From an optimization exercise on the open Yosys and OpenROAD flow, aimed at small area, a short achievable clock period and few clock cycles; shortcuts taken in it are not production practice.
RTL that was checked went through simulation tests only; none was proved equivalent to the original.

==> flow/design.v (excerpt) <==
module perceptron_trainer_fixed
#(
    parameter int             tam        = 16,
    parameter logic [tam-1:0] LR         = 16'h0400,
    parameter int             MAX_EPOCHS = 32
) (
    input  logic                 clk,
    input  logic                 rst,
    input  logic                 start,
    input  logic [3:0][tam-1:0]  in1,
    input  logic [3:0][tam-1:0]  in2,
    input  logic [3:0][tam-1:0]  d,
    input  logic [tam-1:0]       w0_init,
    input  logic [tam-1:0]       w1_init,
    input  logic [tam-1:0]       w2_init,
    output logic [tam-1:0]       w0,
    output logic [tam-1:0]       w1,
    output logic [tam-1:0]       w2,
    output logic                 busy,
    output logic                 done,
    output logic                 converged,
    output logic [7:0]           epoch_cnt
);
    logic           busy_q, done_q, conv_q;
    logic [tam-1:0] w0_q, w1_q, w2_q;
    logic [tam-1:0] x1_q, x2_q;
    logic [7:0]     x1o_q, x1t_q, x2o_q, x2t_q;    
    logic           t_q;
    logic [1:0]     idx_q, streak_q;
    logic [5:0]     epoch_q;
    logic           accept, pos, err, fin, clean4, last;
    logic [1:0]     nidx;
    logic [tam-1:0] nx1, nx2;
    logic [tam-1:0] dx1, dx2, u0, u1, u2;
    assign accept = start && !busy_q;
    function automatic logic [7:0] b_one(input logic [tam-1:0] x);
        for (int k = 0; k < 8; k++)
            b_one[k] = x[2*k] ^ ((k == 0) ? 1'b0 : x[2*k-1]);
    endfunction
  ...
Size: roughly 1,800 cells after synthesis, about 300 I/O pins.
==> module perceptron_trainer_fixed, before the edit <==
module perceptron_trainer_fixed
#(
    parameter int             tam        = 16,
    parameter logic [tam-1:0] LR         = 16'h0400,
    parameter int             MAX_EPOCHS = 32
) (
    input  logic                 clk,
    input  logic                 rst,
    input  logic                 start,
    input  logic [3:0][tam-1:0]  in1,
    input  logic [3:0][tam-1:0]  in2,
    input  logic [3:0][tam-1:0]  d,
    input  logic [tam-1:0]       w0_init,
    input  logic [tam-1:0]       w1_init,
    input  logic [tam-1:0]       w2_init,
    output logic [tam-1:0]       w0,
    output logic [tam-1:0]       w1,
    output logic [tam-1:0]       w2,
    output logic                 busy,
    output logic                 done,
    output logic                 converged,
    output logic [7:0]           epoch_cnt
);
    logic           busy_q, done_q, conv_q;
    logic [tam-1:0] w0_q, w1_q, w2_q;
    logic [tam-1:0] x1_q, x2_q;
    logic [7:0]     x1o_q, x1t_q, x2o_q, x2t_q;    
    logic           t_q;
    logic [1:0]     idx_q, streak_q;
    logic [5:0]     epoch_q;
    logic           accept, pos, err, fin, clean4, last;
    logic [1:0]     nidx;
    logic [tam-1:0] nx1, nx2;
    logic [tam-1:0] dx1, dx2, u0, u1, u2;
    assign accept = start && !busy_q;
    function automatic logic [7:0] b_one(input logic [tam-1:0] x);
        for (int k = 0; k < 8; k++)
            b_one[k] = x[2*k] ^ ((k == 0) ? 1'b0 : x[2*k-1]);
    endfunction
    function automatic logic [7:0] b_two(input logic [tam-1:0] x);
        logic h, m, l;
        for (int k = 0; k < 8; k++) begin
            h = x[2*k+1];
            m = x[2*k];
            l = (k == 0) ? 1'b0 : x[2*k-1];
            b_two[k] = (h & ~m & ~l) | (~h & m & l);
        end
    endfunction
    fixed_mul_q u_mac (
        .w0(w0_q),
        .w1(w1_q), .x1(x1_q), .x1one(x1o_q), .x1two(x1t_q),
        .w2(w2_q), .x2(x2_q), .x2one(x2o_q), .x2two(x2t_q),
        .pos(pos)
    );
    assign err = pos != t_q;
    assign dx1 = {{2{x1_q[tam-1]}}, x1_q[tam-1:2]};
    assign dx2 = {{2{x2_q[tam-1]}}, x2_q[tam-1:2]};
    assign u0  = {w0_q[tam-1:10] + (t_q ? 6'h01 : 6'h3F), w0_q[9:0]};
    assign u1  = w1_q + (dx1 ^ {tam{~t_q}}) + {{(tam-1){1'b0}}, ~t_q};
    assign u2  = w2_q + (dx2 ^ {tam{~t_q}}) + {{(tam-1){1'b0}}, ~t_q};
    assign last   = (idx_q == 2'd3);
    assign clean4 = (streak_q == 2'd3) && !err;
    assign fin    = clean4 || (last && epoch_q == 6'(MAX_EPOCHS));
    assign nidx   = busy_q ? idx_q + 2'd1 : 2'd0;
    assign nx1    = in1[nidx];
    assign nx2    = in2[nidx];
    always_ff @(posedge clk) begin
        if (rst) begin
            busy_q <= 1'b0;
            done_q <= 1'b0;
        end else if (accept) begin
            busy_q <= 1'b1;
            done_q <= 1'b0;
        end else if (busy_q && fin) begin
            busy_q <= 1'b0;
            done_q <= 1'b1;
        end
    end
    always_ff @(posedge clk) begin
        x1_q  <= nx1;
        x2_q  <= nx2;
        x1o_q <= b_one(nx1);
        x1t_q <= b_two(nx1);
        x2o_q <= b_one(nx2);
        x2t_q <= b_two(nx2);
        t_q  <= (d[nidx] != '0);
        if (accept) begin
            w0_q     <= w0_init;
            w1_q     <= w1_init;
            w2_q     <= w2_init;
            idx_q    <= 2'd0;
            streak_q <= 2'd0;
            epoch_q  <= 6'd0;
        end else if (busy_q) begin
            if (err) begin
                w0_q <= u0;
                w1_q <= u1;
                w2_q <= u2;
            end
            idx_q    <= idx_q + 2'd1;
            streak_q <= err ? 2'd0 : streak_q + 2'd1;
            if (idx_q == 2'd0) epoch_q <= epoch_q + 6'd1;
            conv_q <= clean4;
        end
    end
    assign w0        = w0_q;
    assign w1        = w1_q;
    assign w2        = w2_q;
    assign busy      = busy_q;
    assign done      = done_q;
    assign converged = conv_q;
    assign epoch_cnt = {2'b00, epoch_q};
endmodule
Settings: LEC_CHECK=0, CAP_MARGIN=20, CORE_MARGIN=2, CORE_UTILIZATION=40, CTS_BUF_LIST=sky130_fd_sc_hd__clkbuf_8, SLEW_MARGIN=20, SYNTH_HIERARCHICAL=1, SYNTH_MINIMUM_KEEP_SIZE=0, TNS_END_PERCENT=10; clock period 13.0 ns.
standard.sh (not shown) runs the stock make flow with config.mk's settings and CLKGATE_MAP_FILE= SYNTH_SCRIPT=/design/flow/synth_recipe.tcl, a recipe that flattens the netlist after the stock synthesis.
==> flow/flow/run.sh <==
#!/bin/bash
set -euo pipefail
export SETUP_SLACK_MARGIN="$(cat flow/setup_margin)"
# Port buffers: the smallest plain buffer rather than buffer_ports' default pick.
export BUFFER_PORTS_ARGS="-buffer_cell sky130_fd_sc_hd__buf_1"
bash standard.sh finish > flow_make.log 2>&1
==> flow/flow/setup_margin <==
7
The baseline finished with timing, DRC and antenna clean.
Edit:
--- a/flow/design.v
+++ b/flow/design.v
@@ -1445,15 +1445,16 @@
     logic [tam-1:0] w0_q, w1_q, w2_q;
     logic [tam-1:0] x1_q, x2_q;
     logic [7:0]     x1o_q, x1t_q, x2o_q, x2t_q;    
     logic           t_q;
     logic [1:0]     idx_q, streak_q;
     logic [5:0]     epoch_q;
-    logic           accept, pos, err, fin, clean4, last;
+    logic           accept, upd, pos, err, fin, clean4, last;
     logic [1:0]     nidx;
     logic [tam-1:0] nx1, nx2;
+    logic [tam-1:0] h0, h1, h2, w0_d, w1_d, w2_d;
     logic [tam-1:0] dx1, dx2, u0, u1, u2;
     assign accept = start && !busy_q;
     function automatic logic [7:0] b_one(input logic [tam-1:0] x);
         for (int k = 0; k < 8; k++)
             b_one[k] = x[2*k] ^ ((k == 0) ? 1'b0 : x[2*k-1]);
     endfunction
@@ -1493,33 +1494,37 @@
             done_q <= 1'b0;
         end else if (busy_q && fin) begin
             busy_q <= 1'b0;
             done_q <= 1'b1;
         end
     end
+    assign upd = busy_q && err;
+    assign h0  = accept ? w0_init : w0_q;
+    assign h1  = accept ? w1_init : w1_q;
+    assign h2  = accept ? w2_init : w2_q;
+    wsel #(.W(tam)) u_sel0 (.s(upd), .a(u0), .b(h0), .y(w0_d));
+    wsel #(.W(tam)) u_sel1 (.s(upd), .a(u1), .b(h1), .y(w1_d));
+    wsel #(.W(tam)) u_sel2 (.s(upd), .a(u2), .b(h2), .y(w2_d));
+    always_ff @(posedge clk) begin
+        w0_q <= w0_d;
+        w1_q <= w1_d;
+        w2_q <= w2_d;
+    end
     always_ff @(posedge clk) begin
         x1_q  <= nx1;
         x2_q  <= nx2;
         x1o_q <= b_one(nx1);
         x1t_q <= b_two(nx1);
         x2o_q <= b_one(nx2);
         x2t_q <= b_two(nx2);
         t_q  <= (d[nidx] != '0);
         if (accept) begin
-            w0_q     <= w0_init;
-            w1_q     <= w1_init;
-            w2_q     <= w2_init;
             idx_q    <= 2'd0;
             streak_q <= 2'd0;
             epoch_q  <= 6'd0;
         end else if (busy_q) begin
-            if (err) begin
-                w0_q <= u0;
-                w1_q <= u1;
-                w2_q <= u2;
-            end
             idx_q    <= idx_q + 2'd1;
             streak_q <= err ? 2'd0 : streak_q + 2'd1;
             if (idx_q == 2'd0) epoch_q <= epoch_q + 6'd1;
             conv_q <= clean4;
         end
     end
@@ -1528,6 +1533,17 @@
     assign w2        = w2_q;
     assign busy      = busy_q;
     assign done      = done_q;
     assign converged = conv_q;
     assign epoch_cnt = {2'b00, epoch_q};
 endmodule
+module wsel
+#(
+    parameter int W = 16
+) (
+    input  logic         s,
+    input  logic [W-1:0] a,
+    input  logic [W-1:0] b,
+    output logic [W-1:0] y
+);
+    assign y = s ? a : b;
+endmodule
Effect:
- The changed run completed without violations
- routed wire length rose by 1.5%
- worst setup slack got worse by 0.023 ns
- sequential share of layout area fell by 2.1 points
- cell count rose by 1.7%
- via count rose by 1.3%
- clock-buffer cell count rose by 1
- synthesized cell count rose by 0.54%
- critical path depth does not change
- fmax fell by 0.36%
- die area rose by about 2.4%
- design area rose by about 5%
Testbench counts after the change, summed over its fixed seeds: cycles 6,410.
For the first run of this note, only the layout was checked, not whether the RTL still works.

==> afterwards: timing with drivers on the ports <==
The results above use ideal ports. As a check the final layouts listed here were re-extracted and re-timed, cells and wires unchanged.
Step 1 (the two cells are an assumption about what drives the block):
set clk [get_ports {clk}]
set_driving_cell -lib_cell sky130_fd_sc_hd__clkbuf_16 $clk
set_driving_cell -lib_cell sky130_fd_sc_hd__buf_2 [delete_from_list [all_inputs] $clk]
Step 2 adds t to the input delays and takes it off the output delays; t is the mean of the earliest and latest rising clock arrival at the registers after step 1. Input paths then give back, and output paths get back, about the clock's delay inside the block.
Three values: ideal, step 1, step 2; two values: the first two.
run | shift t [ns] | setup slack, ns | worst setup path after step 2 | worst register clock-pin slew, ns | pins driven straight from the clock port
the first run | 0.560 | 6.681 / 6.681 / 6.681 | register to register | 0.09 / 0.09 | 1
the second run | 0.578 | 6.659 / 6.659 / 6.659 | register to register | 0.09 / 0.09 | 1
After both steps every run listed still meets setup and hold.
